This is an optimization exercise on Yosys and OpenROAD, whose aim is a short achievable clock period and few clock cycles per item, not a production implementation.
Function was checked by simulation only, so behaviour that the tests miss may differ from the original.
The clock port is modelled as an ideal driver; clocking choices that lean on that would not hold on a real chip.
Power and IR drop assume default switching activity.

==> flow/design.v, too long to show whole: its modules and the start of the top module <==
// module rpt_ram: 19 lines
// module rpt_magsq: 1146 lines
// module rpt_sq23: 457 lines
// module rpt_cordic_xy: 1107 lines
// module rpt_cordic_z: 946 lines
// module range_peak_phase_tracker: 378 lines
module range_peak_phase_tracker #(
  parameter int NUM_BINS    = 32,
  parameter int RING_DEPTH  = 64,
  parameter int SAMPLE_BITS = 24,
  parameter int ANGLE_BITS  = 16
) (
  input  logic                                     clk,
  input  logic                                     rst_n,
  input  logic                                     in_valid,
  output logic                                     in_ready,
  input  logic                                     in_req_type,
  input  logic signed [SAMPLE_BITS-1:0]            in_bin_re,
  input  logic signed [SAMPLE_BITS-1:0]            in_bin_im,
  input  logic                                     in_last_bin,
  input  logic [rpt_pkg::RD_IDX_W-1:0]             in_read_index,
  output logic                                     out_valid,
  input  logic                                     out_ready,
  output logic                                     out_kind,
  output logic                                     out_target_found,
  output logic [rpt_pkg::PEAK_BIN_W-1:0]           out_peak_bin,
  output logic signed [ANGLE_BITS-1:0]             out_peak_phase,
  output logic signed [rpt_pkg::PHASE_W-1:0]       out_unwrapped_phase,
  output logic [$clog2(RING_DEPTH+1)-1:0]          out_samples_held,
  output logic                                     out_analysis_due,
  output logic signed [rpt_pkg::PHASE_W-1:0]       out_read_data,
  input  logic                                     cfg_valid,
  output logic                                     cfg_ready,
  input  logic [rpt_pkg::CFG_IDX_W-1:0]            cfg_index,
  input  logic [rpt_pkg::MAG_CFG_W-1:0]            cfg_data
);
  // ...
==> flow/flow/run.sh <==
#!/bin/bash
set -euo pipefail
REPAIR_MARGIN=8.4
bash standard.sh SETUP_SLACK_MARGIN=$REPAIR_MARGIN POST_CTS_TCL=$PWD/flow/unroot.tcl finish > standard.log 2>&1
==> flow/flow/unroot.tcl <==
set block [ord::get_db_block]
set port_net [[$block findBTerm clk] getNet]
set loads [$port_net getITerms]
if {[llength $loads] == 1} {
  set a_pin [lindex $loads 0]
  set root [$a_pin getInst]
  set root_name [$root getName]
  set master [[$root getMaster] getName]
  set x_pin [$root findITerm X]
  set out_net [$x_pin getNet]
  set sinks {}
  foreach it [$out_net getITerms] {
    if {[$it getInst] != $root} { lappend sinks $it }
  }
  if {[string match "sky130_fd_sc_hd__clkbuf_*" $master] && [llength $sinks] <= 4
      && [llength [$out_net getBTerms]] == 0} {
    $a_pin disconnect
    $x_pin disconnect
    foreach it $sinks {
      $it disconnect
      $it connect $port_net
    }
    odb::dbInst_destroy $root
    odb::dbNet_destroy $out_net
    puts "unroot: bypassed $root_name ($master), clock port now drives [llength $sinks] pins"
  } else {
    puts "unroot: root $root_name ($master) drives [llength $sinks] pins, left in place"
  }
} else {
  puts "unroot: clock port drives [llength $loads] pins, left in place"
}
==> flow/standard.sh <==
#!/bin/bash
# synth_recipe.tcl (not shown) runs the flow's synth.tcl, then flattens the netlist and writes it again
# the make line also repeats each setting of config.mk as NAME=value (left out here)
make -C /OpenROAD-flow-scripts/flow DESIGN_CONFIG=/design/flow/config.mk WORK_HOME=/design/flow/orfs CLKGATE_MAP_FILE= SYNTH_SCRIPT=/design/flow/synth_recipe.tcl "${@:-finish}"
==> flow/config.mk <==
export PLATFORM = sky130hd
export DESIGN_NAME = range_peak_phase_tracker
export DESIGN_NICKNAME = range_peak_phase_tracker
export VERILOG_FILES = /design/flow/design.v
export SDC_FILE = /design/flow/constraint.sdc
export NUM_CORES = 4
export LEC_CHECK = 0
export ABC_CLOCK_PERIOD_IN_PS = 2000
export CAP_MARGIN = 20
export CORE_MARGIN = 2
export CORE_UTILIZATION = 60
export PLACE_DENSITY = 0.7
export SLEW_MARGIN = 20
==> flow/constraint.sdc <==
create_clock -name core_clock -period 12.0 [get_ports {clk}]
set_input_delay 2.4000 -clock core_clock [delete_from_list [all_inputs] [get_ports {clk}]]
set_output_delay 2.4000 -clock core_clock [all_outputs]
set_load 0.01 [all_outputs]
==> flow_summary.ini, run 1 <==
[status]
outcome = finished clean

[pwr]
clock_power_mw = 25.1
leakage_nw = 144
clockPowerShare_pct = 22.1
seq_cell_power_mw = 39.3

[sta]
timing.final.crit_share_pct = 31.1
worst_slack_ns = 8.26
hold_ws_ns = 0.263
rsz0062_at_grt = yes

[grt]
gr-usage-met2_pct = 44.3
use_met3_pct = 3.88
grtUsageMet1_pct = 35.2
grt_pass1_wl_um = 1190000

[route]
wirelength_um = 789000
drt_first_pass_iters = 6
drt_iter0_markers = 16700

[final_layout]
largest_class = flip-flops and latches
register_area_um2 = 189000
instances_no_fill = 35100
drive_above_1_share_pct = 19.0
num-nonclk-buffers = 514
regMostFlops = u_ring.mem
seq_cells = 8115

[yosys]
synth_compound_area_share_pct = 6.21
synth_top_area_share_pct = 31.7

[place]
dp.cells = 33500
dpl_cell_area_um2 = 358000

[worst_setup_path]
cp_top_family = flip-flops
crit_arrival_ns = 1.34
crit_path_max_fanout = 2
crit_path_max_incr_delay_ns = 0.35

[clocking]
clkSinkCount = 8115

[min_path]
min_from = u_cordic.r7_xa[10]$_DFF_P_
Testbench counts, summed over its fixed seeds: cycles 12,904, items 575.
==> module rpt_ram, before the edit <==
module rpt_ram #(
  parameter int WIDTH = 32,
  parameter int DEPTH = 64
) (
  input  logic                     clk,
  input  logic                     we,
  input  logic [$clog2(DEPTH)-1:0] waddr,
  input  logic [WIDTH-1:0]         wdata,
  input  logic [$clog2(DEPTH)-1:0] raddr,
  output logic [WIDTH-1:0]         rdata
);
  logic [DEPTH-1:0][WIDTH-1:0] mem;
  always_ff @(posedge clk) begin
    if (we) begin
      mem[waddr] <= wdata;
    end
  end
  assign rdata = mem[raddr];
endmodule
==> module range_peak_phase_tracker, before the edit <==
module range_peak_phase_tracker #(
  parameter int NUM_BINS    = 32,
  parameter int RING_DEPTH  = 64,
  parameter int SAMPLE_BITS = 24,
  parameter int ANGLE_BITS  = 16
) (
  input  logic                                     clk,
  input  logic                                     rst_n,
  input  logic                                     in_valid,
  output logic                                     in_ready,
  input  logic                                     in_req_type,
  input  logic signed [SAMPLE_BITS-1:0]            in_bin_re,
  input  logic signed [SAMPLE_BITS-1:0]            in_bin_im,
  input  logic                                     in_last_bin,
  input  logic [rpt_pkg::RD_IDX_W-1:0]             in_read_index,
  output logic                                     out_valid,
  input  logic                                     out_ready,
  output logic                                     out_kind,
  output logic                                     out_target_found,
  output logic [rpt_pkg::PEAK_BIN_W-1:0]           out_peak_bin,
  output logic signed [ANGLE_BITS-1:0]             out_peak_phase,
  output logic signed [rpt_pkg::PHASE_W-1:0]       out_unwrapped_phase,
  output logic [$clog2(RING_DEPTH+1)-1:0]          out_samples_held,
  output logic                                     out_analysis_due,
  output logic signed [rpt_pkg::PHASE_W-1:0]       out_read_data,
  input  logic                                     cfg_valid,
  output logic                                     cfg_ready,
  input  logic [rpt_pkg::CFG_IDX_W-1:0]            cfg_index,
  input  logic [rpt_pkg::MAG_CFG_W-1:0]            cfg_data
);
  localparam int MD    = 4;     
  localparam int CD    = rpt_pkg::CORDIC_XY_LAT + rpt_pkg::CORDIC_Z_LAT;
  localparam int FD    = 12;    
  localparam int CAP   = FD;
  localparam int EW    = 1 + 1 + 5 + 7 + 1 + 32;
  logic        rst_q;
  logic        cq_v;
  logic [1:0]  cq_idx;
  logic [22:0] cq_data;
  logic [4:0]  min_bin_r;
  logic [22:0] min_mag_r;
  logic [45:0] thr;
  always_ff @(posedge clk) begin
    rst_q   <= !rst_n;
    cq_v    <= cfg_valid;
    cq_idx  <= cfg_index;
    cq_data <= cfg_data;
  end
  always_ff @(posedge clk) begin
    if (rst_q) begin
      min_bin_r <= 5'd11;
      min_mag_r <= 23'd6291;
    end else if (cq_v) begin
      if (cq_idx == rpt_pkg::CFG_MIN_BIN) begin
        min_bin_r <= cq_data[4:0];
      end else if (cq_idx == rpt_pkg::CFG_MIN_MAG) begin
        min_mag_r <= cq_data;
      end
    end
  end
  rpt_sq23 u_thr (
    .clk (clk),
    .m   (min_mag_r),
    .sum (thr)
  );
  assign cfg_ready = 1'b1;
  logic        in_ready_r;
  logic        a_v, a_rd, a_last;
  logic [23:0] a_re, a_im;
  logic [5:0]  a_idx;
  assign in_ready = in_ready_r;
  always_ff @(posedge clk) begin
    a_v    <= in_valid && in_ready_r && rst_n;
    a_rd   <= in_req_type;
    a_last <= in_last_bin;
    a_re   <= in_bin_re;
    a_im   <= in_bin_im;
    a_idx  <= in_read_index[5:0];
  end
  logic [5:0]  cnt_r;
  logic        b_v, b_rd, b_last, b_srch, b_neg;
  logic [4:0]  b_bin;
  logic [23:0] b_xf;
  logic [24:0] b_yf;
  logic [5:0]  b_idx;
  logic [22:0] b_br, b_bi;
  logic        b_sr, b_si;
  always_ff @(posedge clk) begin
    if (rst_q) begin
      cnt_r <= '0;
    end else if (a_v && !a_rd) begin
      if (a_last) begin
        cnt_r <= '0;
      end else if (!cnt_r[5]) begin
        cnt_r <= cnt_r + 1'b1;
      end
    end
  end
  always_ff @(posedge clk) begin
    b_v    <= a_v && !rst_q;
    b_rd   <= a_rd;
    b_last <= a_last;
    b_srch <= !cnt_r[5] && (cnt_r[4:0] >= min_bin_r);
    b_bin  <= cnt_r[4:0];
    b_neg  <= a_re[23];
    b_xf   <= a_re[23] ? 24'd0 - a_re : a_re;
    b_yf   <= a_re[23] ? 25'd0 - {a_im[23], a_im} : {a_im[23], a_im};
    b_idx  <= a_idx;
    b_br   <= a_re[22:0] ^ {23{a_re[23]}};
    b_sr   <= a_re[23];
    b_bi   <= a_im[22:0] ^ {23{a_im[23]}};
    b_si   <= a_im[23];
  end
  logic [47:0] p_mag;
  rpt_magsq u_mag (
    .clk (clk),
    .br  (b_br),
    .sr  (b_sr),
    .bi  (b_bi),
    .si  (b_si),
    .sum (p_mag)
  );
  localparam int MW = 1 + 1 + 1 + 5 + 1 + 24 + 25 + 6;
  logic [MD-1:0]         md_v;
  logic [MD-1:0][MW-1:0] md;
  always_ff @(posedge clk) begin
    md_v <= rst_q ? '0 : {md_v[MD-2:0], b_v};
    md   <= {md[MD-2:0], {b_rd, b_last, b_srch, b_bin, b_neg, b_xf, b_yf, b_idx}};
  end
  logic        p_v, p_rd, p_last, p_srch, p_neg;
  logic [4:0]  p_bin;
  logic [23:0] p_xf;
  logic [24:0] p_yf;
  logic [5:0]  p_idx;
  logic        p_take, p_ge;
  logic [47:0] best_mag;
  logic [4:0]  best_bin;
  logic [23:0] best_xf;
  logic [24:0] best_yf;
  logic        best_neg, best_ok, best_ge;
  assign p_v = md_v[MD-1];
  assign {p_rd, p_last, p_srch, p_bin, p_neg, p_xf, p_yf, p_idx} = md[MD-1];
  assign p_take = p_v && !p_rd && p_srch && (p_mag > best_mag);
  assign p_ge   = p_mag >= {2'b00, thr};
  always_ff @(posedge clk) begin
    if (rst_q || (p_v && !p_rd && p_last)) begin
      best_mag <= '0;
      best_bin <= '0;
      best_xf  <= '0;
      best_yf  <= '0;
      best_neg <= 1'b0;
      best_ok  <= 1'b0;
      best_ge  <= 1'b0;
    end else if (p_take) begin
      best_mag <= p_mag;
      best_bin <= p_bin;
      best_xf  <= p_xf;
      best_yf  <= p_yf;
      best_neg <= p_neg;
      best_ok  <= 1'b1;
      best_ge  <= p_ge;
    end
  end
  logic        q_v, q_rd, q_tgt, q_zero, q_neg;
  logic [5:0]  q_idx;
  logic [4:0]  q_bin;
  logic [23:0] q_x;
  logic [24:0] q_y;
  always_ff @(posedge clk) begin
    q_v    <= p_v && (p_rd || p_last) && !rst_q;
    q_rd   <= p_rd;
    q_idx  <= p_idx;
    q_bin  <= p_take ? p_bin : best_bin;
    q_x    <= p_take ? p_xf : best_xf;
    q_y    <= p_take ? p_yf : best_yf;
    q_neg  <= p_take ? p_neg : best_neg;
    q_zero <= !p_take && !best_ok;
    q_tgt  <= p_take ? p_ge : (best_ok ? best_ge : (min_mag_r == '0));
  end
  localparam int XL = rpt_pkg::CORDIC_XY_LAT;
  localparam int ZL = rpt_pkg::CORDIC_Z_LAT;
  logic [23:0] c_sg;
  logic [31:0] c_z;
  rpt_cordic_xy u_cordic (
    .clk  (clk),
    .xin  (q_x),
    .yin  (q_y),
    .sg   (c_sg)
  );
  localparam int CWM = 1 + 6 + 1 + 1 + 1;
  logic [CD-1:0]          cd_v;
  logic [CD-1:0][CWM-1:0] cd;
  always_ff @(posedge clk) begin
    cd_v <= rst_q ? '0 : {cd_v[CD-2:0], q_v};
    cd   <= {cd[CD-2:0], {q_rd, q_rd ? q_idx : {1'b0, q_bin}, q_tgt, q_zero, q_neg}};
  end
  rpt_cordic_z u_angle (
    .clk  (clk),
    .sg   (c_sg),
    .neg  (cd[XL-1][0]),
    .sum  (c_z)
  );
  logic        c_v, c_rd, c_tgt, c_zero;
  logic [5:0]  c_idx;
  logic [4:0]  c_bin;
  logic [15:0] c_p, prev_r;
  logic signed [16:0] c_d;
  assign c_v = cd_v[CD-1];
  assign {c_rd, c_idx, c_tgt, c_zero} = cd[CD-1][CWM-1:1];
  assign c_bin = c_idx[4:0];
  assign c_p = c_zero ? 16'd0 : c_z[31:16];
  assign c_d = {c_p[15], c_p} - {prev_r[15], prev_r};
  logic        u1_v, u1_rd, u1_tgt, u1_up, u1_dn;
  logic [5:0]  u1_idx;
  logic [4:0]  u1_bin;
  logic [15:0] u1_p;
  always_ff @(posedge clk) begin
    if (rst_q) begin
      prev_r <= '0;
    end else if (c_v && !c_rd && c_tgt) begin
      prev_r <= c_p;
    end
  end
  always_ff @(posedge clk) begin
    u1_v   <= c_v && !rst_q;
    u1_rd  <= c_rd;
    u1_idx <= c_idx;
    u1_bin <= c_bin;
    u1_tgt <= c_tgt;
    u1_p   <= c_p;
    u1_up  <= c_d > 17'sd32768;
    u1_dn  <= c_d < -17'sd32768;
  end
  logic [15:0] off_r, off_nxt, u1_k;
  logic        u2_v, u2_rd, u2_tgt;
  logic [5:0]  u2_idx;
  logic [4:0]  u2_bin;
  logic [15:0] u2_p, u2_hi;
  assign off_nxt = u1_dn ? off_r + 1'b1 : (u1_up ? off_r - 1'b1 : off_r);
  assign u1_k    = u1_dn ? (u1_p[15] ? 16'd0 : 16'd1)
                 : u1_up ? (u1_p[15] ? 16'hFFFE : 16'hFFFF)
                 : (u1_p[15] ? 16'hFFFF : 16'd0);
  always_ff @(posedge clk) begin
    if (rst_q) begin
      off_r <= '0;
    end else if (u1_v && !u1_rd && u1_tgt) begin
      off_r <= off_nxt;
    end
  end
  always_ff @(posedge clk) begin
    u2_v   <= u1_v && !rst_q;
    u2_rd  <= u1_rd;
    u2_idx <= u1_idx;
    u2_bin <= u1_bin;
    u2_tgt <= u1_tgt;
    u2_p   <= u1_p;
    u2_hi  <= off_r + u1_k;
  end
  logic [5:0]  wp_r;
  logic [6:0]  held_r, held_inc;
  logic        w_we;
  logic [6:0]  w_slot;
  logic [31:0] ring_q;
  logic [5:0]  r_slot;
  assign w_we     = u2_v && !u2_rd && u2_tgt;
  assign held_inc = held_r[6] ? held_r : held_r + 1'b1;
  assign w_slot   = {1'b0, u2_idx} + {1'b0, wp_r};
  rpt_ram #(
    .WIDTH (32),
    .DEPTH (RING_DEPTH)
  ) u_ring (
    .clk   (clk),
    .we    (w_we),
    .waddr (wp_r),
    .wdata ({u2_hi, u2_p}),
    .raddr (r_slot),
    .rdata (ring_q)
  );
  always_ff @(posedge clk) begin
    if (rst_q) begin
      wp_r   <= '0;
      held_r <= '0;
    end else if (w_we) begin
      wp_r   <= wp_r + 1'b1;
      held_r <= held_inc;
    end
  end
  logic        r_v, r_rd, r_found, r_due, r_rok;
  logic [4:0]  r_bin;
  logic [31:0] r_unwr;
  logic [6:0]  r_held;
  always_ff @(posedge clk) begin
    r_v     <= u2_v && !rst_q;
    r_rd    <= u2_rd;
    r_found <= !u2_rd && u2_tgt;
    r_bin   <= u2_rd ? 5'd0 : u2_bin;
    r_unwr  <= (!u2_rd && u2_tgt) ? {u2_hi, u2_p} : 32'd0;
    r_held  <= (!u2_rd && u2_tgt) ? held_inc : held_r;
    r_due   <= !u2_rd && u2_tgt && (held_r >= 7'd63);
    r_slot  <= w_slot[5:0];
    r_rok   <= u2_rd && (held_r[6] || w_slot[6]);
  end
  logic          f_v;
  logic [EW-1:0] f_entry;
  always_ff @(posedge clk) begin
    f_v     <= r_v && !rst_q;
    f_entry <= {r_rd, r_found, r_bin, r_held, r_due,
                r_rd ? (r_rok ? ring_q : 32'd0) : r_unwr};
  end
  logic [FD-1:0][EW-1:0]  fifo_q;
  logic [EW-1:0]          head;
  logic [3:0]             wr_ptr, rd_ptr, rd_ptr_inc;
  logic [4:0]             f_cnt, f_cnt_ld, f_cnt_nl;
  logic                   f_ne, take, out_valid_r;
  assign take       = out_valid_r && out_ready;
  assign rd_ptr_inc = (rd_ptr == 4'(FD - 1)) ? '0 : rd_ptr + 1'b1;
  assign f_cnt_nl   = f_v ? f_cnt + 1'b1 : f_cnt;
  assign f_cnt_ld   = f_v ? f_cnt : f_cnt - 1'b1;
  always_ff @(posedge clk) begin
    if (f_v) begin
      fifo_q[wr_ptr] <= f_entry;
    end
  end
  always_ff @(posedge clk) begin
    if (rst_q) begin
      wr_ptr <= '0;
      rd_ptr <= '0;
      f_cnt  <= '0;
      f_ne   <= 1'b0;
    end else begin
      if (f_v) begin
        wr_ptr <= (wr_ptr == 4'(FD - 1)) ? '0 : wr_ptr + 1'b1;
      end
      rd_ptr <= take ? rd_ptr_inc : rd_ptr;
      f_cnt  <= take ? f_cnt_ld : f_cnt_nl;
      f_ne   <= take ? (f_cnt_ld != '0) : (f_cnt_nl != '0);
    end
  end
  always_ff @(posedge clk) begin
    if (!rst_n || rst_q) begin
      out_valid_r <= 1'b0;
    end else begin
      out_valid_r <= out_valid_r ? !out_ready : f_ne;
    end
  end
  logic        o_kind, o_found, o_due;
  logic [4:0]  o_bin;
  logic [6:0]  o_held;
  logic [15:0] o_phase;
  logic [31:0] o_unwr, o_rdata;
  assign head = fifo_q[rd_ptr];
  always_ff @(posedge clk) begin
    {o_kind, o_found, o_bin, o_held, o_due} <= head[EW-1:32];
    o_phase <= head[EW-1] ? 16'd0 : head[15:0];
    o_unwr  <= head[EW-1] ? 32'd0 : head[31:0];
    o_rdata <= head[EW-1] ? head[31:0] : 32'd0;
  end
  assign out_valid           = out_valid_r;
  assign out_kind            = o_kind;
  assign out_target_found    = o_found;
  assign out_peak_bin        = o_bin;
  assign out_peak_phase      = o_phase;
  assign out_unwrapped_phase = o_unwr;
  assign out_samples_held    = o_held;
  assign out_analysis_due    = o_due;
  assign out_read_data       = o_rdata;
  logic       tq;
  logic [4:0] cc;
  always_ff @(posedge clk) begin
    tq <= out_valid_r && out_ready;
    if (rst_q) begin
      cc <= '0;
    end else begin
      cc <= cc + 5'(a_v && (a_rd || a_last)) - 5'(tq);
    end
    in_ready_r <= rst_n && (cc <= 5'(CAP - 4));
  end
endmodule
==> run 2: changes to the inputs <==
--- a/flow/design.v
+++ b/flow/design.v
@@ -30,4 +30,3 @@
   input  logic                     clk,
-  input  logic                     we,
-  input  logic [$clog2(DEPTH)-1:0] waddr,
+  input  logic [DEPTH-1:0]         we,
   input  logic [WIDTH-1:0]         wdata,
@@ -36,9 +35,21 @@
 );
+  localparam int AW = $clog2(DEPTH);
+  localparam int G  = DEPTH / 8;
   logic [DEPTH-1:0][WIDTH-1:0] mem;
+  logic [G-1:0][WIDTH-1:0]     grp_q;
+  logic [AW-4:0]               hi_q;
   always_ff @(posedge clk) begin
-    if (we) begin
-      mem[waddr] <= wdata;
+    for (int k = 0; k < DEPTH; k++) begin
+      if (we[k]) begin
+        mem[k] <= wdata;
+      end
+    end
+  end
+  always_ff @(posedge clk) begin
+    for (int g = 0; g < G; g++) begin
+      grp_q[g] <= mem[g * 8 + 32'(raddr[2:0])];
     end
+    hi_q <= raddr[AW-1:3];
   end
-  assign rdata = mem[raddr];
+  assign rdata = grp_q[hi_q];
 endmodule
@@ -3959,2 +3970,3 @@
   logic [5:0]  wp_r;
+  logic [63:0] wp_oh;
   logic [6:0]  held_r, held_inc;
@@ -3972,4 +3984,3 @@
     .clk   (clk),
-    .we    (w_we),
-    .waddr (wp_r),
+    .we    (wp_oh & {64{w_we}}),
     .wdata ({u2_hi, u2_p}),
@@ -3981,2 +3992,3 @@
       wp_r   <= '0;
+      wp_oh  <= 64'd1;
       held_r <= '0;
@@ -3984,2 +3996,3 @@
       wp_r   <= wp_r + 1'b1;
+      wp_oh  <= {wp_oh[62:0], wp_oh[63]};
       held_r <= held_inc;
@@ -4002,2 +4015,6 @@
   end
+  logic          s_v, s_rd, s_found, s_due, s_rok;
+  logic [4:0]    s_bin;
+  logic [31:0]   s_unwr;
+  logic [6:0]    s_held;
   logic          f_v;
@@ -4005,5 +4022,15 @@
   always_ff @(posedge clk) begin
-    f_v     <= r_v && !rst_q;
-    f_entry <= {r_rd, r_found, r_bin, r_held, r_due,
-                r_rd ? (r_rok ? ring_q : 32'd0) : r_unwr};
+    s_v     <= r_v && !rst_q;
+    s_rd    <= r_rd;
+    s_found <= r_found;
+    s_due   <= r_due;
+    s_rok   <= r_rok;
+    s_bin   <= r_bin;
+    s_unwr  <= r_unwr;
+    s_held  <= r_held;
+  end
+  always_ff @(posedge clk) begin
+    f_v     <= s_v && !rst_q;
+    f_entry <= {s_rd, s_found, s_bin, s_held, s_due,
+                s_rd ? (s_rok ? ring_q : 32'd0) : s_unwr};
   end
@@ -4011,6 +4038,7 @@
   logic [EW-1:0]          head;
-  logic [3:0]             wr_ptr, rd_ptr, rd_ptr_inc;
+  logic [FD-1:0]          wr_oh;
+  logic [3:0]             rd_ptr, rd_ptr_inc;
   logic [4:0]             f_cnt, f_cnt_ld, f_cnt_nl;
-  logic                   f_ne, take, out_valid_r;
-  assign take       = out_valid_r && out_ready;
+  logic                   f_ne, take, out_valid_r, ov_int;
+  assign take       = ov_int && out_ready;
   assign rd_ptr_inc = (rd_ptr == 4'(FD - 1)) ? '0 : rd_ptr + 1'b1;
@@ -4019,4 +4047,6 @@
   always_ff @(posedge clk) begin
-    if (f_v) begin
-      fifo_q[wr_ptr] <= f_entry;
+    for (int k = 0; k < FD; k++) begin
+      if (f_v && wr_oh[k]) begin
+        fifo_q[k] <= f_entry;
+      end
     end
@@ -4025,3 +4055,3 @@
     if (rst_q) begin
-      wr_ptr <= '0;
+      wr_oh  <= FD'(1);
       rd_ptr <= '0;
@@ -4031,3 +4061,3 @@
       if (f_v) begin
-        wr_ptr <= (wr_ptr == 4'(FD - 1)) ? '0 : wr_ptr + 1'b1;
+        wr_oh <= {wr_oh[FD-2:0], wr_oh[FD-1]};
       end
@@ -4042,3 +4072,10 @@
     end else begin
-      out_valid_r <= out_valid_r ? !out_ready : f_ne;
+      out_valid_r <= ov_int ? !out_ready : f_ne;
+    end
+  end
+  always_ff @(posedge clk) begin
+    if (rst_q) begin
+      ov_int <= 1'b0;
+    end else begin
+      ov_int <= ov_int ? !out_ready : f_ne;
     end
@@ -4069,3 +4106,3 @@
   always_ff @(posedge clk) begin
-    tq <= out_valid_r && out_ready;
+    tq <= ov_int && out_ready;
     if (rst_q) begin
==> flow/flow/run.sh (replaced) <==
#!/bin/bash
set -euo pipefail
REPAIR_MARGIN=8.6
bash standard.sh SETUP_SLACK_MARGIN=$REPAIR_MARGIN POST_CTS_TCL=$PWD/flow/unroot.tcl finish > standard.log 2>&1
==> run 2 against run 1 <==
Worst setup slack got worse by 0.062 ns. Critical endpoint is now out_peak_bin[0]. Still clean. Core utilization grew 0.89 points. Area after synthesis is 5.8% lower. Clock skew grew 0.049 ns. Critical path depth unchanged. Combinational power rose by 2%. Sequential share of layout area grew 4.4 points. Hold slack got worse by 0.0037 ns. First-iteration DRC count is 20% lower. Critical path type unchanged. Design area decreased by 4.5%. Global-route usage fell by 1.1 points.
==> flow_summary.ini, run 2 <==
[status]
outcome = finished clean

[pwr]
power_mw = 118
ir_worst_vdd_mv = 0.287
power_density_nw_per_um2 = 318
leakage_nw = 152

[sta]
timing.final.crit_share_pct = 31.7
drv_slew = 0
tightest_slew_ns = 1.19
max_freq_ghz = 0.263
fin_setup_tns_ns = 0
rsz0062_at_grt = yes
finalClockSkew_ns = 0.118
setup_violations = 0
finalHoldViolCount = 0
timing.slew.headroom_pct = 20.3
fin_crit_ns = 3.80

[grt]
grt_overflow = 0
use_met3_pct = 4.10
grt_max_degree = 119
gr-usage-met2_pct = 44.1
grt_pass1_wl_um = 1070000
grt_pass1_vias = 186000
grt.busiest_layer = met2
groute.usage.overall_pct = 25.1
grtUsageMet1_pct = 31.2
antenna_found_initial = 56

[final_layout]
final_common_cell = dfxtp_1
regMostFlops = u_ring.mem
finalNetCount = 27600
drive_above_1_share_pct = 12.4
fin_util_pct = 67.8
layout-area-overhead-vs-synth_pct = 12.7
register_area_um2 = 196000
largest_reg_flops = 2048
fill_cells = 38000
reg.largest.list = u_ring.mem (2048), fifo_q (564), cd (396)
multi_input_area_um2 = 124000
layout_common_cells = dfxtp_1 (5,740), edfxtp_1 (2,612), xnor2_1 (1,716)

[yosys]
synth_nets = 27000
ys_seq_area_share_pct = 59.9
ys.flop_type = dfxtp_1
yosysMostFrequentCell = dfxtp_1
syn_area_per_cell_um2 = 13.4
synth_top_area_share_pct = 35.9
ys_ff_latch = 8495
ys_top_cells_by_count = dfxtp_1 (5,883), edfxtp_1 (2,612), xnor2_1 (1,721)
synth_top_cell_by_area = dfxtp_1
synth_area_um2 = 328000
synthArstFlopShare_pct = 0
ys_warn_count = 6
synth-edff-count = 2612
yosys-top-cells-area = dfxtp_1 (36%), edfxtp_1 (24%), fa_1 (6.3%), ha_1 (5.5%), mux4_2 (4.9%)
synth.distinct_cells = 101
netlist_instances = 24400

[worst_setup_path]
cp.required_ns = 9.60
crit_chain = buf_6
cp_top_family = flip-flops
crit_path_max_incr_delay_ns = 0.38
cp_slowest_cell = dfxtp_4
worst_setup_path_start_kind = register
cp_num_buf_inv = 1
crit_arrival_ns = 1.40
cp-end-kind = output pin
path_class = reg2out
crit_path_max_fanout = 1

[die]
rows = 271
core_area_um2 = 545000
boundaryPins = 186
start_util_pct = 60.2
die_area_um2 = 552000
die_y_um = 743
fp.dieW_um = 743

[clocking]
clkTransAtPathRegs_ns = 0.06
clk_latency_ns = 0.90
clkSinkCount = 8495
cts_tree = built

[place]
port_buffers = 182
gp_congestion = 0.883
hpwl_um = 458000

[route]
wl_per_cell_um = 21.4
drt_iter0_markers = 13300
ant_nets = 0
viasPerCell = 5.53
drt_first_pass_iters = 6
route.vias.total = 183000
drc = 0
wirelength_um = 706000

[flow_run]
maxCapViolCount = 0

[min_path]
hp-class = reg2reg
==> run 2: worst paths after layout <==
kind              cells after the start         endpoint        startpoint  slack [ns]
hold reg to reg                       0  cd[372]$_DFF_P_   cd[362]$_DFF_P_        0.26
setup reg to reg                     11    u1_dn$_DFF_P_   cd[391]$_DFF_P_        8.64
setup / recovery                      1  out_peak_bin[0]  o_bin[0]$_DFF_P_        8.20
hold / removal                        0  cd[372]$_DFF_P_   cd[362]$_DFF_P_        0.26
==> run 2: layer usage <==
metal,share of wire [%],vias to the layer above
met5,0.020,-
met4,4.3,26
met3,6.9,1515
met2,50,5579
met1,39,89800
li1,-,85700
==> run 2: kinds of logic (layout without fill, tap and decap cells) <==
group                      after synthesis  in the layout  synth area share (%)
DFF                                   8495           8495                  59.9
buffers and inverters                 2258           3620                  2.62
other                                    1             16               0.00114
muxes                                 1102           1102                  6.20
xor gates and xnor gates              2609           2609                  6.97
AOI/OAI and AO/OA                     2998           2998                  5.88
and+or+nand+nor                       4476           4476                  6.69
adders and majority gates             2468           2468                  11.8
==> run 2: final cells by class <==
class | instances | area share, %
Multi-Input combinational cell | 13700 | 33.6
Sequential cell | 8495 | 53.2
Clock buffer | 1111 | 6.25
Inverter | 1584 | 1.61
Antenna cell | 15 | 0.0102
Tap cell | 7234 | 2.45
Clock inverter | 402 | 1.48
Timing Repair Buffer | 523 | 1.42
==> run 2: worst reg2reg max path, delay by kind of cell, from the launching register on <==
family / cells / cell delay (ns)
adders and majority gates: 1 / 0.33
buffers and inverters: 1 / 0.22
and+or+nand+nor: 1 / 0.08
AOI/OAI and AO/OA: 8 / 2.13
DFF: 1 / 0.40
==> run 2: per-stage QoR <==
step | instances | worst slack (ns) | hold slack, ns | area, um2
global route | 33000 | 8.17 | 0.279 | 369000
detailed placement | 31400 | 7.30 | 0.312 | 338000
floorplan | 24400 | 8.61 | 0.310 | 328000
finish | 33000 | 8.20 | 0.260 | 369000
global placement | 31400 | 7.34 | 0.310 | 338000
==> run 2: power by group <==
group	switching, mW	total [mW]	internal, mW
logic	27.8	50.6	22.8
registers	3.78	40.6	36.8
clock network	11.0	26.4	15.5
Testbench counts of run 2, summed over its fixed seeds: cycles 12,912, items 575.
==> run 3: changes to the inputs <==
--- a/flow/config.mk
+++ b/flow/config.mk
@@ -11,2 +11,4 @@
 export CORE_UTILIZATION = 60
+export CTS_CLUSTER_DIAMETER = 100
+export CTS_CLUSTER_SIZE = 30
 export PLACE_DENSITY = 0.7
==> run 3 against run 2 <==
Register-to-register slack worse by 0.02 ns. Flip-flop and latch count stayed put. Sequential power hardly changed. Synthesized cell count stayed put. Still clean. Core utilization is 3.5 points lower.
==> flow_summary.ini, run 3 <==
[status]
outcome = finished clean

[final_layout]
fin_area_um2 = 350000
largest_reg_flops = 2048
regMostFlops = u_ring.mem
layout-area-overhead-vs-synth_pct = 6.90
layout_common_cells = dfxtp_1 (5,738), edfxtp_1 (2,612), xnor2_1 (1,712)
fin_util_pct = 64.3
final_common_cell = dfxtp_1
fill_cells = 40300
drive_above_1_share_pct = 9.05
finalNetCount = 27200
reg.largest.list = u_ring.mem (2048), fifo_q (564), cd (396)

[worst_setup_path]
worst_setup_path_start_kind = register
crit_arrival_ns = 1.29
cp_slowest_cell = dfxtp_4
path_class = reg2out
crit_chain = buf_6
cp.required_ns = 9.60
cp_num_buf_inv = 1
cp_top_family = flip-flops
cp-end-kind = output pin
crit_path_max_incr_delay_ns = 0.40
crit_path_max_fanout = 1

[sta]
hold_ws_ns = 0.296
fin_crit_ns = 3.69
tightest_slew_ns = 1.19
finalClockSkew_ns = 0.0883
drv_slew = 0
worst_slack_ns = 8.31
max_freq_ghz = 0.271
rsz0062_at_grt = yes
timing.slew.headroom_pct = 20.7
setup_violations = 0
finalHoldViolCount = 0
timing.final.crit_share_pct = 30.8
fin_setup_tns_ns = 0

[die]
fp.dieW_um = 743
die_area_um2 = 552000
core_area_um2 = 545000
rows = 271
die_y_um = 743
start_util_pct = 60.2
boundaryPins = 186

[grt]
groute.usage.overall_pct = 24.3
grt_max_degree = 119
antenna_found_initial = 41
grt_overflow = 0
grt_pass1_wl_um = 1030000
grt_pass1_vias = 178000

[route]
viasPerCell = 5.56
ant_nets = 0
drc = 0
wl_per_cell_um = 21.4
route.vias.total = 178000
wirelength_um = 684000
drt_first_pass_iters = 6
drt_iter0_markers = 13300

[yosys]
syn_area_per_cell_um2 = 13.4
ys_top_cells_by_count = dfxtp_1 (5,883), edfxtp_1 (2,612), xnor2_1 (1,721)
synth_area_um2 = 328000
synth.distinct_cells = 101
synth_top_area_share_pct = 35.9
yosysMostFrequentCell = dfxtp_1
netlist_instances = 24400
ys.flop_type = dfxtp_1
synth-edff-count = 2612
ys_ff_latch = 8495
ys_seq_area_share_pct = 59.9
ys_warn_count = 6
synth_nets = 27000
yosys-top-cells-area = dfxtp_1 (36%), edfxtp_1 (24%), fa_1 (6.3%), ha_1 (5.5%), mux4_2 (4.9%)
synth_top_cell_by_area = dfxtp_1
synthArstFlopShare_pct = 0

[pwr]
leakage_nw = 143
ir_worst_vdd_mv = 0.296
power_density_nw_per_um2 = 298

[min_path]
hp-class = reg2reg

[clocking]
clk_latency_ns = 0.78
cts_tree = built
clkSinkCount = 8495
clkTransAtPathRegs_ns = 0.11

[place]
dpl_cell_area_um2 = 338000
dpl_worst_slack_ns = 7.30
hpwl_um = 458000
gp_congestion = 0.883
port_buffers = 182

[flow_run]
maxCapViolCount = 0
## run 3: cell counts after synthesis
Identical to the previous run, type by type.
## run 3: power by group
part | switching [mW] | internal [mW]
Sequential | 3.75 | 36.7
Combinational | 27.6 | 22.8
Clock | 8.28 | 5.25
Total | 39.7 | 64.8
## run 3: worst paths after layout
check	startpoint	to	slack [ns]	cells after the start
worst max-delay path	o_bin[0]$_DFF_P_	out_peak_bin[0]	8.31	1
worst min-delay path	u_angle.z_s2_q[31]$_DFF_P_	u_angle.cpa0_a[16]$_DFF_P_	0.30	0
worst max register to register	cd[391]$_DFF_P_	u1_dn$_DFF_P_	8.62	11
worst min register to register	u_angle.z_s2_q[31]$_DFF_P_	u_angle.cpa0_a[16]$_DFF_P_	0.30	0
## run 3: kinds of logic (layout without fill, tap and decap cells)
logic type / after synthesis / after routing / share of synthesized area [%]
and+or+nand+nor: 4476 / 4476 / 6.69
other: 1 / 26 / 0.00114
xor gates and xnor gates: 2609 / 2609 / 6.97
DFF: 8495 / 8495 / 59.9
buffers and inverters: 2258 / 2608 / 2.62
AOI/OAI and AO/OA: 2998 / 2998 / 5.88
adders and majority gates: 2468 / 2468 / 11.8
muxes: 1102 / 1102 / 6.20
## run 3: through the flow
stage               std cells  power [mW]
floorplan               24400        77.8
global placement        31400        89.3
detailed placement      31400        90.5
global route            32000         113
finish                  32000         104
## run 3: layout make-up
type                            count  area (um2)  area share (%)
Multi-Input combinational cell  13700      124000            35.4
Clock buffer                      448        8750            2.50
Antenna cell                       25        62.6          0.0179
Clock inverter                     34         479           0.137
Tap cell                         7234        9050            2.58
Timing Repair Buffer              542        5430            1.55
Inverter                         1584        5960            1.70
Sequential cell                  8495      196000            56.1
## run 3: per-layer routing
layer	vias to the layer above	track usage (%)	part of all wire (%)
met4	10	8.63	4.1
met1	87800	31.2	40
li1	84200	-	-
met3	1159	2.84	6.1
met5	-	0	0.0092
met2	4852	42.7	50
==> run 4: changes to the inputs <==
--- a/flow/config.mk
+++ b/flow/config.mk
@@ -12,3 +12,3 @@
 export CTS_CLUSTER_DIAMETER = 100
-export CTS_CLUSTER_SIZE = 30
+export CTS_CLUSTER_SIZE = 20
 export PLACE_DENSITY = 0.7
==> run 4 against run 3 <==
Critical path type unchanged. Via count rose by 0.39%. Non-clock buffer count fell by 13. Critical path depth did not move.
==> flow_summary.ini, run 4 <==
[route]
drt_iter0_markers = 12700
wl_per_cell_um = 21.4
viasPerCell = 5.55
drc = 0
ant_nets = 0
drt_first_pass_iters = 6
route.vias.total = 179000
wirelength_um = 690000

[grt]
grt_overflow = 0
antenna_found_initial = 36
grt_max_degree = 119
grt_pass1_wl_um = 1040000
grt_pass1_vias = 180000
groute.usage.overall_pct = 24.5

[final_layout]
drive_above_1_share_pct = 9.38
layout_common_cells = dfxtp_1 (5,740), edfxtp_1 (2,612), xnor2_1 (1,716)
finalNetCount = 27300
multi_input_area_um2 = 124000
layout-area-overhead-vs-synth_pct = 7.96
fin_util_pct = 65.0
regMostFlops = u_ring.mem
reg.largest.list = u_ring.mem (2048), fifo_q (564), cd (396)
register_area_um2 = 196000
final_common_cell = dfxtp_1
largest_reg_flops = 2048
fill_cells = 39900
fin_area_um2 = 354000

[yosys]
synth_top_cell_by_area = dfxtp_1
ys_warn_count = 6
ys_top_cells_by_count = dfxtp_1 (5,883), edfxtp_1 (2,612), xnor2_1 (1,721)
synth_top_area_share_pct = 35.9
yosysMostFrequentCell = dfxtp_1
ys.flop_type = dfxtp_1
netlist_instances = 24400
synth_area_um2 = 328000
yosys-top-cells-area = dfxtp_1 (36%), edfxtp_1 (24%), fa_1 (6.3%), ha_1 (5.5%), mux4_2 (4.9%)
ys_seq_area_share_pct = 59.9
synthArstFlopShare_pct = 0
syn_area_per_cell_um2 = 13.4
ys_ff_latch = 8495
synth_nets = 27000
synth.distinct_cells = 101
synth-edff-count = 2612

[pwr]
leakage_nw = 144
ir_worst_vdd_mv = 0.279
power_density_nw_per_um2 = 302

[sta]
fin_crit_ns = 3.69
drv_slew = 0
timing.slew.headroom_pct = 23.7
fin_setup_tns_ns = 0
finalClockSkew_ns = 0.0824
max_freq_ghz = 0.271
rsz0062_at_grt = yes
setup_violations = 0
timing.final.crit_share_pct = 30.7
tightest_slew_ns = 1.15
finalHoldViolCount = 0

[worst_setup_path]
crit_path_max_fanout = 1
crit_path_max_incr_delay_ns = 0.39
cp.required_ns = 9.60
crit_arrival_ns = 1.29
worst_setup_path_start_kind = register
cp_top_family = flip-flops
path_class = reg2out
cp_slowest_cell = dfxtp_4
crit_chain = buf_6
cp_num_buf_inv = 1
cp-end-kind = output pin

[place]
dpl_cell_area_um2 = 338000
gp_congestion = 0.883
port_buffers = 182
hpwl_um = 458000

[clocking]
cts_tree = built
clk_latency_ns = 0.81
clkSinkCount = 8495
clkTransAtPathRegs_ns = 0.08

[min_path]
hp-class = reg2reg

[die]
die_area_um2 = 552000
start_util_pct = 60.2
boundaryPins = 186
fp.dieW_um = 743
rows = 271
die_y_um = 743
core_area_um2 = 545000

[flow_run]
maxCapViolCount = 0

[status]
outcome = finished clean
-- run 4: cell counts after synthesis --
No cell type changed its count.
-- run 4: per-layer routing --
layer | share of wire [%] | track usage [%] | routed length (um) | vias up
met5 | 0.014 | 0 | 95 | -
met2 | 50 | 42.9 | 342000 | 4758
li1 | - | - | - | 84500
met3 | 6.5 | 3.64 | 44900 | 1265
met4 | 4.1 | 8.79 | 28500 | 16
met1 | 40 | 31.1 | 274000 | 88200
-- run 4: power by group --
| part | switching, mW | internal, mW |
|---|---|---|
| Clock | 8.81 | 7.20 |
| Combinational | 27.7 | 22.8 |
| Sequential | 3.76 | 36.8 |
-- run 4: cell families (layout without fill, tap and decap cells) --
family	after synthesis	count (layout)	share of synthesized area, %
compound gates	2998	2998	5.88
xor+xnor	2609	2609	6.97
fa+ha+maj	2468	2468	11.8
buf+inv	2258	2777	2.62
flops	8495	8495	59.9
mux	1102	1102	6.20
other cells	1	17	0.00114
simple gates	4476	4476	6.69
-- run 4: final cells by class --
class / instances / area share (%)
Antenna cell: 16 / 0.0113
Timing Repair Buffer: 529 / 1.50
Tap cell: 7234 / 2.56
Inverter: 1584 / 1.68
Clock inverter: 23 / 0.144
Sequential cell: 8495 / 55.5
Clock buffer: 641 / 3.50
Multi-Input combinational cell: 13700 / 35.1
-- run 4: final timing paths --
check | cells after the start | from | slack, ns | to
max | 1 | o_bin[0]$_DFF_P_ | 8.31 | out_peak_bin[0]
min | 0 | cd[356]$_DFF_P_ | 0.28 | cd[366]$_DFF_P_
max reg2reg | 12 | cd[391]$_DFF_P_ | 8.64 | u1_up$_DFF_P_
min reg2reg | 0 | cd[356]$_DFF_P_ | 0.28 | cd[366]$_DFF_P_
-- run 4: metrics by stage --
stage | power (mW) | hold slack, ns | instances | setup slack, ns
2_1_floorplan | 77.8 | 0.310 | 24400 | 8.61
3_3_place_gp | 89.3 | 0.310 | 31400 | 7.34
3_5_place_dp | 90.5 | 0.312 | 31400 | 7.30
5_1_grt | 116 | 0.282 | 32200 | 8.28
6_report | 107 | 0.282 | 32200 | 8.31
==> run 5: changes to the inputs <==
--- a/flow/config.mk
+++ b/flow/config.mk
@@ -10,6 +10,6 @@
 export CORE_MARGIN = 2
-export CORE_UTILIZATION = 60
+export CORE_UTILIZATION = 72
 export CTS_CLUSTER_DIAMETER = 100
 export CTS_CLUSTER_SIZE = 20
-export PLACE_DENSITY = 0.7
+export PLACE_DENSITY = 0.8
 export SLEW_MARGIN = 20
==> run 5 against run 4 <==
Via count up 2.9%. Synthesized cell count stayed put. Clock skew increased by 0.021 ns. Critical path depth did not move. Core utilization up 13 points. Total power up 0.85%. Hold slack got worse by 0.035 ns. Wire length up 4.5%.
==> flow_summary.ini, run 5 <==
[status]
outcome = finished clean

[final_layout]
drive_above_1_share_pct = 9.15
layout_common_cells = dfxtp_1 (5,759), edfxtp_1 (2,612), xnor2_1 (1,714)
reg.largest.list = u_ring.mem (2048), fifo_q (564), cd (396)
regMostFlops = u_ring.mem
finalNetCount = 27200
final_common_cell = dfxtp_1
largest_reg_flops = 2048
fill_cells = 26600
layout-area-overhead-vs-synth_pct = 7.31
instances_no_fill = 30900

[yosys]
synth_top_cell_by_area = dfxtp_1
yosysMostFrequentCell = dfxtp_1
synthArstFlopShare_pct = 0
ys_seq_area_share_pct = 59.9
ys_warn_count = 6
synth-edff-count = 2612
synth.distinct_cells = 101
synth_area_um2 = 328000
netlist_instances = 24400
ys_top_cells_by_count = dfxtp_1 (5,883), edfxtp_1 (2,612), xnor2_1 (1,721)
synth_top_area_share_pct = 35.9
syn_area_per_cell_um2 = 13.4
yosys-top-cells-area = dfxtp_1 (36%), edfxtp_1 (24%), fa_1 (6.3%), ha_1 (5.5%), mux4_2 (4.9%)
synth_nets = 27000
ys_ff_latch = 8495
ys.flop_type = dfxtp_1

[pwr]
power_density_nw_per_um2 = 307
clockPowerShare_pct = 14.8
p_sw_mw = 41.0
power_frac_seq_pct = 38.0
power_mw = 108
ir_worst_vdd_mv = 0.413
leakage_nw = 144
p_int_mw = 66.8
combPwrFrac_pct = 47.3
switching_share_pct = 38.0

[sta]
rsz0062_at_grt = yes
setup_violations = 0
fin_setup_tns_ns = 0
timing.final.crit_share_pct = 30.6
tightest_slew_ns = 1.11
timing.slew.headroom_pct = 25.8
finalHoldViolCount = 0
fin_crit_ns = 3.68
hold_ws_ns = 0.246
max_freq_ghz = 0.272
finalClockSkew_ns = 0.103
drv_slew = 0

[worst_setup_path]
worst_setup_path_start_kind = register
cp-end-kind = output pin
crit_path_max_incr_delay_ns = 0.33
cp_top_family = flip-flops
crit_arrival_ns = 1.28
cp_num_buf_inv = 1
crit_chain = buf_2
cp_slowest_cell = dfxtp_1
path_class = reg2out
cp.required_ns = 9.60
crit_path_max_fanout = 1

[grt]
grt_pass1_vias = 185000
grt_overflow = 0
antenna_found_initial = 53
groute.usage.overall_pct = 30.9
grt_pass1_wl_um = 1080000
grt_max_degree = 142

[place]
gp_congestion = 0.897
port_buffers = 182
hpwl_um = 472000
dp.cells = 30100

[clocking]
cts_tree = built
clkTransAtPathRegs_ns = 0.08
clkSinkCount = 8495
clk_latency_ns = 0.81

[die]
die_area_um2 = 461000
fp.dieW_um = 679
boundaryPins = 186
core_area_um2 = 453000
start_util_pct = 72.3
die_y_um = 679
rows = 247

[flow_run]
maxCapViolCount = 0

[route]
ant_nets = 0
drc = 0
wirelength_um = 721000
viasPerCell = 5.95
drt_first_pass_iters = 6
drt_iter0_markers = 16300
route.vias.total = 184000
wl_per_cell_um = 23.3

[min_path]
hp-class = reg2reg
-- run 5: cell counts after synthesis --
No cell type changed its count.
-- run 5: routing by layer --
| layer | global-route usage, % | vias to the layer above | share of wire, % |
|---|---|---|---|
| li1 | - | 84500 | - |
| met1 | 39.9 | 90400 | 39 |
| met2 | 52.6 | 7446 | 49 |
| met3 | 4.61 | 1551 | 8.0 |
| met4 | 12.8 | 4 | 4.6 |
| met5 | 0 | - | 0.0042 |
-- run 5: final timing paths --
| path | to | cells after the start | from | slack, ns |
|---|---|---|---|---|
| min | cd[323]$_DFF_P_ | 0 | cd[313]$_DFF_P_ | 0.25 |
| max | out_unwrapped_phase[22] | 1 | o_unwr[22]$_SDFF_PP0_ | 8.32 |
| max reg2reg | u_ring.grp_q[82]$_DFF_P_ | 3 | r_slot[2]$_DFF_P_ | 8.63 |
| min reg2reg | cd[323]$_DFF_P_ | 0 | cd[313]$_DFF_P_ | 0.25 |
-- run 5: kinds of logic (layout without fill, tap and decap cells) --
family | count (synthesis) | in the layout | share of synthesized area (%)
buffers and inverters | 2258 | 2734 | 2.62
other | 1 | 80 | 0.00114
adder cells (fa/ha/maj) | 2468 | 2468 | 11.8
XOR/XNOR | 2609 | 2609 | 6.97
flip-flops | 8495 | 8495 | 59.9
AO/OA/AOI/OAI | 2998 | 2998 | 5.88
multiplexers | 1102 | 1102 | 6.20
AND/OR/NAND/NOR | 4476 | 4476 | 6.69
-- run 5: cell type report --
| cell class | count | area [um2] | area share (%) |
|---|---|---|---|
| clock buffers | 644 | 12400 | 3.52 |
| repair buffers | 488 | 4880 | 1.39 |
| flip-flops and latches | 8495 | 196000 | 55.8 |
| clock inverters | 18 | 314 | 0.0893 |
| multi-input cells | 13700 | 124000 | 35.3 |
| inverters | 1584 | 5980 | 1.70 |
| diodes | 79 | 198 | 0.0562 |
| well taps | 5976 | 7480 | 2.13 |
-- run 5: through the flow --
stage          area, um2  worst slack (ns)  util (%)
3_5_place_dp      336000              7.54      74.3
2_1_floorplan     328000              8.61         -
6_report          352000              8.32      77.6
5_1_grt           352000              8.28      77.6
3_3_place_gp      336000              7.44      74.3
-- run 5: power groups by stage --
stage	registers [mW]	logic, mW	clock network, mW
after global placement	41.5	47.8	0
final	40.9	51.0	15.9
after global routing	41.5	57.3	17.1
after floorplan	39.6	38.3	0
after detailed placement	41.6	49.5	0

separate check: timing with driven ports:
How much do the figures lean on ideal ports? The routed layouts below were timed once more, with nothing changed but the port constraints. Step 1, drivers: a clkbuf_16 drives clk and a buf_2 each remaining input, both assumed. Step 2 also shifts input and output timing later by t, the mid clock arrival at the registers, as if the neighbouring blocks saw the same clock. a / b / c = no drivers / after step 1 / after step 2; a / b = the first two.
| run | shift t [ns] | setup slack, ns | latest minus earliest clock arrival (ns) | worst register clock-pin slew, ns | pins driven straight from the clock port |
|---|---|---|---|---|---|
| run 1 | 1.081 | 8.264 / 8.018 / 7.554 | 0.080 / 0.078 | 0.07 / 0.07 | 4 |
| run 2 | 1.073 | 8.201 / 7.966 / 7.830 | 0.129 / 0.128 | 0.07 / 0.07 | 4 |
| run 3 | 0.947 | 8.309 / 8.093 / 7.978 | 0.107 / 0.107 | 0.12 / 0.12 | 4 |
| run 4 | 1.008 | 8.313 / 8.078 / 7.910 | 0.087 / 0.086 | 0.09 / 0.09 | 4 |
| run 5 | 1.000 | 8.324 / 8.087 / 7.880 | 0.116 / 0.115 | 0.09 / 0.09 | 4 |
After both steps setup and hold are still met in every run listed. For run 1, which loses most, drivers alone change the setup slack by -0.246 ns; drivers and shift together by -0.710 ns.
